Background: an optimization exercise with open tools, aiming at a short achievable clock period and few clock cycles. Do not read the settings as production practice. The RTL was checked by simulation tests, not by an equivalence proof against the original design. Power is estimated from default activity; no workload was simulated.

==> design.v <==
`timescale 1ns/1ps
module l2_way_store
(
    input  logic                      clock,
    input  logic                      reset,
    input  logic [4-1:0]   read_set,
    input  logic                      write_en,
    input  logic [4-1:0]   write_set,
    input  logic                      write_valid,
    input  logic                      write_dirty,
    input  logic [12-1:0]   write_tag,
    input  logic [64-1:0]  write_line,
    output logic                      read_valid,
    output logic                      read_dirty,
    output logic [12-1:0]   read_tag,
    output logic [64-1:0]  read_line
);
    logic [16-1:0]      valid_bits;    
    logic [16-1:0]      dirty_bits;
    logic [12-1:0]  tag_mem  [16];
    logic [64-1:0] line_mem [16];
    always_ff @(posedge clock) begin
        if (reset) begin
            valid_bits <= '0;
            dirty_bits <= '0;
        end else if (write_en) begin
            valid_bits[write_set] <= write_valid;
            dirty_bits[write_set] <= write_dirty;
        end
    end
    always_ff @(posedge clock) begin
        if (write_en) begin
            tag_mem[write_set]  <= write_tag;
            line_mem[write_set] <= write_line;
        end
    end
    always_ff @(posedge clock) begin
        read_valid <= valid_bits[read_set];
        read_dirty <= dirty_bits[read_set];
        read_tag   <= tag_mem[read_set];
        read_line  <= line_mem[read_set];
    end
endmodule
`timescale 1ns/1ps
module l2_lru
(
    input  logic                     clock,
    input  logic                     reset,
    input  logic [4-1:0]  lookup_set,
    output logic [2-1:0]  victim_way,
    input  logic                     touch,
    input  logic [4-1:0]  touch_set,
    input  logic [2-1:0]  touch_way
);
    logic [16-1:0][4-1:0][2-1:0] ages;
    logic [2-1:0]                             touched_age;
    assign touched_age = ages[touch_set][touch_way];
    always_comb begin
        victim_way = '0;
        for (int w = 0; w < 4; w++) begin
            if (ages[lookup_set][w] == '0) begin
                victim_way = w[2-1:0];
            end
        end
    end
    always_ff @(posedge clock) begin
        if (reset) begin
            for (int s = 0; s < 16; s++) begin
                for (int w = 0; w < 4; w++) begin
                    ages[s][w] <= w[2-1:0];
                end
            end
        end else if (touch) begin
            for (int w = 0; w < 4; w++) begin
                if (w[2-1:0] == touch_way) begin
                    ages[touch_set][w] <= 2'(4 - 1);    
                end else if (ages[touch_set][w] > touched_age) begin
                    ages[touch_set][w] <= ages[touch_set][w] - 1'b1;
                end
            end
        end
    end
endmodule
`timescale 1ns/1ps
module l2_controller
(
    input  logic                                         clock,
    input  logic                                         reset,
    input  logic                                         core_req_write,
    input  logic [16-1:0]                     core_req_addr,
    input  logic [64-1:0]                     core_req_wdata,
    input  logic                                         core_req_valid,
    output logic                                         core_ack,
    output logic [64-1:0]                     core_rdata,
    output logic [4-1:0]                      read_set,
    input  logic [4-1:0]                          way_valid,
    input  logic [4-1:0]                          way_dirty,
    input  logic [4-1:0][12-1:0]        way_tag,
    input  logic [4-1:0][64-1:0]       way_line,
    output logic [4-1:0]                          way_write_en,
    output logic [4-1:0]                      write_set,
    output logic                                         write_valid,
    output logic                                         write_dirty,
    output logic [12-1:0]                      write_tag,
    output logic [64-1:0]                     write_line,
    input  logic [2-1:0]                      victim_way,
    output logic                                         touch,
    output logic [4-1:0]                      touch_set,
    output logic [2-1:0]                      touch_way,
    output logic                                         mem_rd_req,
    output logic [16-1:0]                     mem_rd_addr,
    input  logic                                         mem_rd_ack,
    input  logic [64-1:0]                     mem_rd_data,
    output logic                                         mem_wr_req,
    output logic [16-1:0]                     mem_wr_addr,
    output logic [64-1:0]                     mem_wr_data,
    input  logic                                         mem_wr_ack
);
    localparam logic [2:0] ST_IDLE           = 3'd0;
    localparam logic [2:0] ST_LOOKUP         = 3'd1;
    localparam logic [2:0] ST_WRITEBACK      = 3'd2;
    localparam logic [2:0] ST_WB_RELEASE     = 3'd3;
    localparam logic [2:0] ST_REFILL         = 3'd4;
    localparam logic [2:0] ST_REFILL_RELEASE = 3'd5;
    localparam logic [2:0] ST_RESPOND        = 3'd6;
    logic [2:0]                state, state_next;
    logic                      req_write_q;    
    logic [16-1:0]  req_addr_q;
    logic [64-1:0]  req_wdata_q;
    logic [2-1:0]   victim_q;
    logic [64-1:0]  fill_line_q;    
    logic [4-1:0]   req_set;
    logic [12-1:0]   req_tag;
    logic                      hit;
    logic [2-1:0]   hit_way;
    logic                      finish;         
    logic                      install;        
    logic [2-1:0]   target_way;
    logic [64-1:0]  result_line;
    assign req_set = req_addr_q[4-1:0];
    assign req_tag = req_addr_q[16-1:4];
    assign read_set = (state == ST_IDLE) ? core_req_addr[4-1:0] : req_set;
    always_comb begin
        hit     = 1'b0;
        hit_way = '0;
        for (int w = 0; w < 4; w++) begin
            if (way_valid[w] && (way_tag[w] == req_tag)) begin
                hit     = 1'b1;
                hit_way = w[2-1:0];
            end
        end
    end
    always_comb begin
        state_next  = state;
        finish      = 1'b0;
        install     = 1'b0;
        target_way  = victim_q;
        result_line = fill_line_q;
        case (state)
            ST_IDLE: begin
                if (core_req_valid) state_next = ST_LOOKUP;
            end
            ST_LOOKUP: begin
                if (hit) begin
                    finish      = 1'b1;
                    install     = req_write_q;    
                    target_way  = hit_way;
                    result_line = req_write_q ? req_wdata_q : way_line[hit_way];
                end else if (way_valid[victim_way] && way_dirty[victim_way]) begin
                    state_next = ST_WRITEBACK;
                end else if (req_write_q) begin
                    finish      = 1'b1;           
                    install     = 1'b1;
                    target_way  = victim_way;
                    result_line = req_wdata_q;
                end else begin
                    state_next = ST_REFILL;
                end
            end
            ST_WRITEBACK: begin
                if (mem_wr_ack) state_next = ST_WB_RELEASE;
            end
            ST_WB_RELEASE: begin
                if (!mem_wr_ack) begin
                    if (req_write_q) begin
                        finish      = 1'b1;
                        install     = 1'b1;
                        result_line = req_wdata_q;
                    end else begin
                        state_next = ST_REFILL;
                    end
                end
            end
            ST_REFILL: begin
                if (mem_rd_ack) state_next = ST_REFILL_RELEASE;
            end
            ST_REFILL_RELEASE: begin
                if (!mem_rd_ack) begin
                    finish  = 1'b1;
                    install = 1'b1;
                end
            end
            ST_RESPOND: begin
                if (!core_req_valid) state_next = ST_IDLE;    
            end
            default: state_next = ST_IDLE;
        endcase
        if (finish) state_next = ST_RESPOND;
    end
    assign way_write_en = install ? (4'(1) << target_way) : '0;
    assign write_set    = req_set;
    assign write_valid  = 1'b1;
    assign write_dirty  = req_write_q;
    assign write_tag    = req_tag;
    assign write_line   = result_line;
    assign touch        = finish;
    assign touch_set    = req_set;
    assign touch_way    = target_way;
    assign mem_rd_req  = (state == ST_REFILL);
    assign mem_rd_addr = req_addr_q;
    assign mem_wr_req  = (state == ST_WRITEBACK);
    always_ff @(posedge clock) begin
        if (reset) begin
            state    <= ST_IDLE;
            core_ack <= 1'b0;
        end else begin
            state    <= state_next;
            core_ack <= (state_next == ST_RESPOND);
        end
    end
    always_ff @(posedge clock) begin
        if ((state == ST_IDLE) && core_req_valid) begin
            req_write_q <= core_req_write;
            req_addr_q  <= core_req_addr;
            req_wdata_q <= core_req_wdata;
        end
        if (state == ST_LOOKUP) begin
            victim_q    <= victim_way;
            mem_wr_addr <= {way_tag[victim_way], req_set};    
            mem_wr_data <= way_line[victim_way];
        end
        if ((state == ST_REFILL) && mem_rd_ack) fill_line_q <= mem_rd_data;
        if (finish) core_rdata <= result_line;
    end
endmodule
`timescale 1ns/1ps
module l2_cache
(
    input  logic                      clock,
    input  logic                      reset,
    input  logic                      core_req_valid,
    input  logic                      core_req_write,
    input  logic [16-1:0]  core_req_addr,
    input  logic [64-1:0]  core_req_wdata,
    output logic                      core_ack,
    output logic [64-1:0]  core_rdata,
    output logic                      mem_rd_req,
    output logic [16-1:0]  mem_rd_addr,
    input  logic                      mem_rd_ack,
    input  logic [64-1:0]  mem_rd_data,
    output logic                      mem_wr_req,
    output logic [16-1:0]  mem_wr_addr,
    output logic [64-1:0]  mem_wr_data,
    input  logic                      mem_wr_ack
);
    logic [4-1:0]                  read_set;
    logic [4-1:0]                      way_valid;
    logic [4-1:0]                      way_dirty;
    logic [4-1:0][12-1:0]    way_tag;
    logic [4-1:0][64-1:0]   way_line;
    logic [4-1:0]                      way_write_en;
    logic [4-1:0]                  write_set;
    logic                                     write_valid;
    logic                                     write_dirty;
    logic [12-1:0]                  write_tag;
    logic [64-1:0]                 write_line;
    logic [2-1:0]                  victim_way;
    logic                                     touch;
    logic [4-1:0]                  touch_set;
    logic [2-1:0]                  touch_way;
    for (genvar w = 0; w < 4; w++) begin : g_way
        l2_way_store i_way_store (
            .clock       (clock),
            .reset       (reset),
            .read_set    (read_set),
            .write_en    (way_write_en[w]),
            .write_set   (write_set),
            .write_valid (write_valid),
            .write_dirty (write_dirty),
            .write_tag   (write_tag),
            .write_line  (write_line),
            .read_valid  (way_valid[w]),
            .read_dirty  (way_dirty[w]),
            .read_tag    (way_tag[w]),
            .read_line   (way_line[w])
        );
    end
    l2_lru i_lru (
        .clock      (clock),
        .reset      (reset),
        .lookup_set (read_set),    
        .victim_way (victim_way),
        .touch      (touch),
        .touch_set  (touch_set),
        .touch_way  (touch_way)
    );
    l2_controller i_controller (
        .clock          (clock),
        .reset          (reset),
        .core_req_write (core_req_write),
        .core_req_addr  (core_req_addr),
        .core_req_wdata (core_req_wdata),
        .core_req_valid (core_req_valid),
        .core_ack       (core_ack),
        .core_rdata     (core_rdata),
        .read_set       (read_set),
        .way_valid      (way_valid),
        .way_dirty      (way_dirty),
        .way_tag        (way_tag),
        .way_line       (way_line),
        .way_write_en   (way_write_en),
        .write_set      (write_set),
        .write_valid    (write_valid),
        .write_dirty    (write_dirty),
        .write_tag      (write_tag),
        .write_line     (write_line),
        .victim_way     (victim_way),
        .touch          (touch),
        .touch_set      (touch_set),
        .touch_way      (touch_way),
        .mem_rd_req     (mem_rd_req),
        .mem_rd_addr    (mem_rd_addr),
        .mem_rd_ack     (mem_rd_ack),
        .mem_rd_data    (mem_rd_data),
        .mem_wr_req     (mem_wr_req),
        .mem_wr_addr    (mem_wr_addr),
        .mem_wr_data    (mem_wr_data),
        .mem_wr_ack     (mem_wr_ack)
    );
endmodule
==> run.sh <==
#!/bin/bash
# synth_recipe.tcl (not shown) runs the flow's synth.tcl, then flattens the netlist and writes it again
# the make line also repeats each setting of config.mk as NAME=value (left out here)
make -C /OpenROAD-flow-scripts/flow DESIGN_CONFIG=/design/flow/config.mk WORK_HOME=/design/flow/orfs CLKGATE_MAP_FILE= SYNTH_SCRIPT=/design/flow/synth_recipe.tcl finish
==> config.mk <==
export PLATFORM = sky130hd
export DESIGN_NAME = l2_cache
export DESIGN_NICKNAME = l2_cache
export VERILOG_FILES = /design/flow/design.v
export SDC_FILE = /design/flow/constraint.sdc
export NUM_CORES = 4
export LEC_CHECK = 0
export CAP_MARGIN = 20
export CORE_MARGIN = 2
export CORE_UTILIZATION = 30
export PLACE_DENSITY = 0.45
export SLEW_MARGIN = 20
==> constraint.sdc <==
create_clock -name core_clock -period 8.0 [get_ports {clock}]
set_input_delay 1.6000 -clock core_clock [delete_from_list [all_inputs] [get_ports {clock}]]
set_output_delay 1.6000 -clock core_clock [all_outputs]
set_load 0.01 [all_outputs]
==> summary.txt <==
-- cell usage after synthesis, drive strengths merged, types with 47 or more instances --
master	number
a311oi	937
clkbuf	1254
buf	91
edfxtp	5155
nor2b	76
o22ai	143
o221a	64
and3	645
nand2	5455
nor2	516
o21ai	280
dfxtp	572
a31oi	350
a21oi	615
a211oi	47
nand3	1315
mux2i	136
nor3	60
-- layout make-up --
| class | instances | share of cell area, % |
|---|---|---|
| timing repair buffer | 1098 | 4.32 |
| antenna | 47 | 0.0439 |
| inverter | 21 | 0.0341 |
| clock buffer | 922 | 6.62 |
| tap | 10100 | 4.73 |
| clock inverter | 236 | 0.803 |
| sequential | 5727 | 62.1 |
| multi-input combinational | 11100 | 21.3 |
-- power groups by stage --
| stage | registers (W) | logic [W] | clock network (W) |
|---|---|---|---|
| 4_1_cts | 0.0385 | 0.0406 | 0.0290 |
| 5_1_grt | 0.0386 | 0.0436 | 0.0301 |
| 2_1_floorplan | 0.0385 | 0.0230 | 0 |
| 6_report | 0.0385 | 0.0404 | 0.0284 |
| 3_5_place_dp | 0.0391 | 0.0405 | 0 |
| 3_3_place_gp | 0.0391 | 0.0405 | 0 |
-- cell usage in the layout (no fill, tap or decap), drive strengths merged, types with 12 or more instances in the layout --
| cell | n |
|---|---|
| a2111oi | 20 |
| a211oi | 47 |
| a21o | 18 |
| a21oi | 615 |
| a22oi | 27 |
| a311oi | 937 |
| a31oi | 350 |
| a32oi | 12 |
| and2 | 13 |
| and3 | 645 |
| buf | 787 |
| bufinv | 24 |
| clkbuf | 922 |
| clkdlybuf4s50 | 311 |
| clkinv | 177 |
| dfxtp | 572 |
| diode | 47 |
| edfxtp | 5155 |
| ha | 12 |
| inv | 49 |
| mux2i | 136 |
| mux4 | 44 |
| nand2 | 5455 |
| nand3 | 1315 |
| nand4 | 14 |
| nor2 | 516 |
| nor2b | 76 |
| nor3 | 60 |
| nor4 | 19 |
| o211ai | 39 |
| o21ai | 280 |
| o21bai | 15 |
| o221a | 64 |
| o22ai | 143 |
| o311a | 17 |
| o31ai | 20 |
| xnor2 | 43 |
-- per-layer routing --
metal	vias up	share of wire, %	GRT usage (%)
met3	1000	6.3	2.81
met1	80300	47	31.6
li1	68000	-	-
met5	-	0.0015	0
met2	5398	44	32.1
met4	2	2.8	5.52
-- critical path: cells and delay by family --
kind | cells | cell delay, ps
and+or+nand+nor | 3 | 880
buffers and inverters | 5 | 1390
adders and majority gates | 1 | 240
muxes | 3 | 1350
AOI/OAI and AO/OA | 11 | 2770
-- metrics by stage --
step           instance area, um2  hold WS [ps]
2_1_floorplan              228000           432
3_3_place_gp               248000           443
3_5_place_dp               248000           447
4_1_cts                    267000           455
5_1_grt                    268000           476
6_report                   268000           453
-- sequential cells by signal (all words and copies together) (netlist names) --
signal / cells
g_way.i_way_store.read_line: 256
i_controller.req_wdata_q: 64
g_way.i_way_store.read_valid: 4
g_way.i_way_store.tag_mem: 768
g_way.i_way_store.read_tag: 48
g_way.i_way_store.dirty_bits: 64
i_controller.mem_wr_addr: 16
i_controller.mem_wr_data: 64
i_controller.req_write_q: 1
g_way.i_way_store.read_dirty: 4
i_controller.state: 3
i_controller.core_ack: 1
g_way.i_way_store.line_mem: 4096
i_controller.fill_line_q: 64
i_controller.victim_q: 2
i_controller.core_rdata: 64
i_controller.req_addr_q: 16
i_lru.ages: 128
g_way.i_way_store.valid_bits: 64
-- logic make-up after synthesis --
| kind of cell | count (synthesis) | share of synthesized area [%] |
|---|---|---|
| compound gates | 2656 | 8.22 |
| xor+xnor | 50 | 0.192 |
| fa+ha+maj | 12 | 0.0660 |
| buf+inv | 1366 | 2.29 |
| flops | 5727 | 73.0 |
| mux | 188 | 1.08 |
| simple gates | 8151 | 15.1 |
-- worst paths after layout --
path / startpoint / endpoint / slack [ps] / cells past startpoint
setup / recovery: core_req_addr[1] / i_lru.ages[29] / 740 / 23
hold / removal: g_way[2].i_way_store.dirty_bits[0] / g_way[2].i_way_store.dirty_bits[0] / 450 / 2
setup reg to reg: i_controller.req_addr_q[13] / i_lru.ages[29] / 910 / 20
hold reg to reg: g_way[2].i_way_store.dirty_bits[0] / g_way[2].i_way_store.dirty_bits[0] / 450 / 2
==> impl_results.md <==
- Post-synth cell types: 82
- P_int: 0.0642 W
- Post-Route Utilization: 35.4%
- Final WL: 840000 um
- Die area: about 770000 um2
- Cts hold-fix bufs: 0
- Footprint of the multi-input gates: around 57000 um2
- Cell mode on critical path: a211oi_1
- Worst slew pin tran: around 1300 ps
- CTS sink count: around 5700
- Row cnt: 319
- Cells after DPL: between 20000 and 30000
- Critical Path End Type: flip-flop
- Max incr delay on CP: roughly 760 ps
- Post-synthesis sequential area ratio: about three quarters
- Residual DRC count: 0
- Layout Nets: between 15000 and 20000
- First-pass GRT wire length: roughly 1200000 um
- Initial Util: between 30 and 40%
- Initial DRC count: roughly 17000
- CP max stage cell: a211oi_4
- H-Tree Level Count: 6
- Period utilization: ~91%
- Longest Clk Path Bufs: 4
- Gate Count Post-Synth: 18200
- Ports: 313
- Syn-to-layout area delta: 17.6%
- Commonest register cell after synthesis: edfxtp_1
- Share of layout cells above drive strength 1: roughly a tenth
- Crit start category: input port
- Post-route setup slack: 741 ps
- RSZ-0062 raised after global routing: false
- Cell Count, Final, Fillers Out: 29200
- IO buf count: between 300 and 400
- Register share of total power: between 30% and 40%
- Ranking of synthesized cells by area: edfxtp_1, nand2_1, dfxtp_1, a311oi_1, nand3_1
- Fillers: around 74000
- Worst min path class: flip-flop to flip-flop
- Fmax: 138 MHz
- Status: complete, no violations
- Synth Register Bits: around 5700
- Post-CTS Setup Bufs: 0
- Pre-CTS setup slack: -252 ps
- Share of the synthesized area in the top cell type: about two thirds
- Static leakage: roughly 90 nW
- Number of synthesized flops with an enable pin: a little over 5000
- Syn_nets: ~18000
- Async S/R FF share, synth: 0%
- Vias in the first global route: 146000
- Largest net degree at the start of global routing: approximately 160
- P per Cell Area: around 400 nW/um2
- Worst Path Max Fanout: 28
- Largest area contributor in the netlist: edfxtp_1
- Worst Clk Skew: just under 70 ps
- Grt total ovfl: 0
- Die Span Y: 875 um
- Setup TNS Final: 0 ps
- VDD IR max: around 0.34 mV
- Worst Path Required: about 9000 ps
- Endpoints failing setup: 0
- Post-cts resize count: 0
- Hold Fails Final Rpt: 0
- Core Box Area: approximately 760000 um2
- Sw frac: 40.2%
- Routed length per instance: 28.7 um
- Clock latency (worst-skew pair): between 1000 and 1500 ps
- Combinational power share: 37.7%
- Initial antenna violation count: 58
- Via count: about 150k
- Fin. max-slew vios: 0
- Post-layout min period: a little over 7000 ps
- Critical path type: input port to flip-flop
- Placer Congestion: just over 0.9
- Dpl hpwl: just under 500000 um
- Post-Syn Area: between 200000 and 250000 um2
- Max-cap viol count: 0
- Antenna violation net count after detailed routing: 0
- Gr usage total: approximately a fifth
- CTS Buf Count: roughly 630
- FF/Latch Area: approximately 170000 um2
- Clock Root Buffer: clkbuf_16
- Switch Pwr: 0.0431 W
- Synth warn: 3
- Vias per cell: ~5.3
- Crit path cell chain: clkdlybuf4s50_1 > or4b_1 > a32oi_1 > a32oi_1 > a211oi_1 > buf_4 > a32oi_1 > a41oi_2 > a211oi_1 > buf_4 > a211oi_4 > mux4_2 > mux4_2 > mux2i_1 > buf_4 > ha_1 > nor2_1 > nand3_1 > a211oi_1 > o21bai_2 > buf_12 > a211oi_1 > o31ai_1
- CTS tree: yes
- Clock share of power: a little over a quarter
- Worst-path clk slew: 60 ps
- Worst Path Arrival: just over 8000 ps
- Pre-Repair DR Iteration Count: 9
- Syn_area_per_cell: between 10 and 15 um2
- Tot Pwr: 0.107 W
- Die Wd: between 800 and 900 um
- Worst rel slew slack: a little over a tenth
Testbench counts, summed over its fixed seeds: cycles 202,454.

-- re-timing with driven ports --
No port has a modelled driver above. Below, the same layout with a new extraction and two added sets of constraints. Step 1 sets driving cells, clkbuf_16 on the clock port and buf_2 on the other inputs (assumed; they add their load-dependent delay and slew). Step 2, shift: input delay + t, output delay - t, t = (earliest + latest rising clock arrival at the registers) / 2. This alone moves slack from input paths to output paths. Three values: ideal ports, drivers, drivers and shift; two values: the first two.
shift t [ns]: 1.210
setup slack, ns: 0.741 / 0.844 / -0.366
hold slack, ns: 0.453 / 0.453 / 0.453
clock arrival spread, ns: 0.072 / 0.072
Met with ideal ports but missed after step 2: setup timing in this run. For this run, drivers alone change the setup slack by +0.103 ns; drivers and shift together by -1.107 ns.
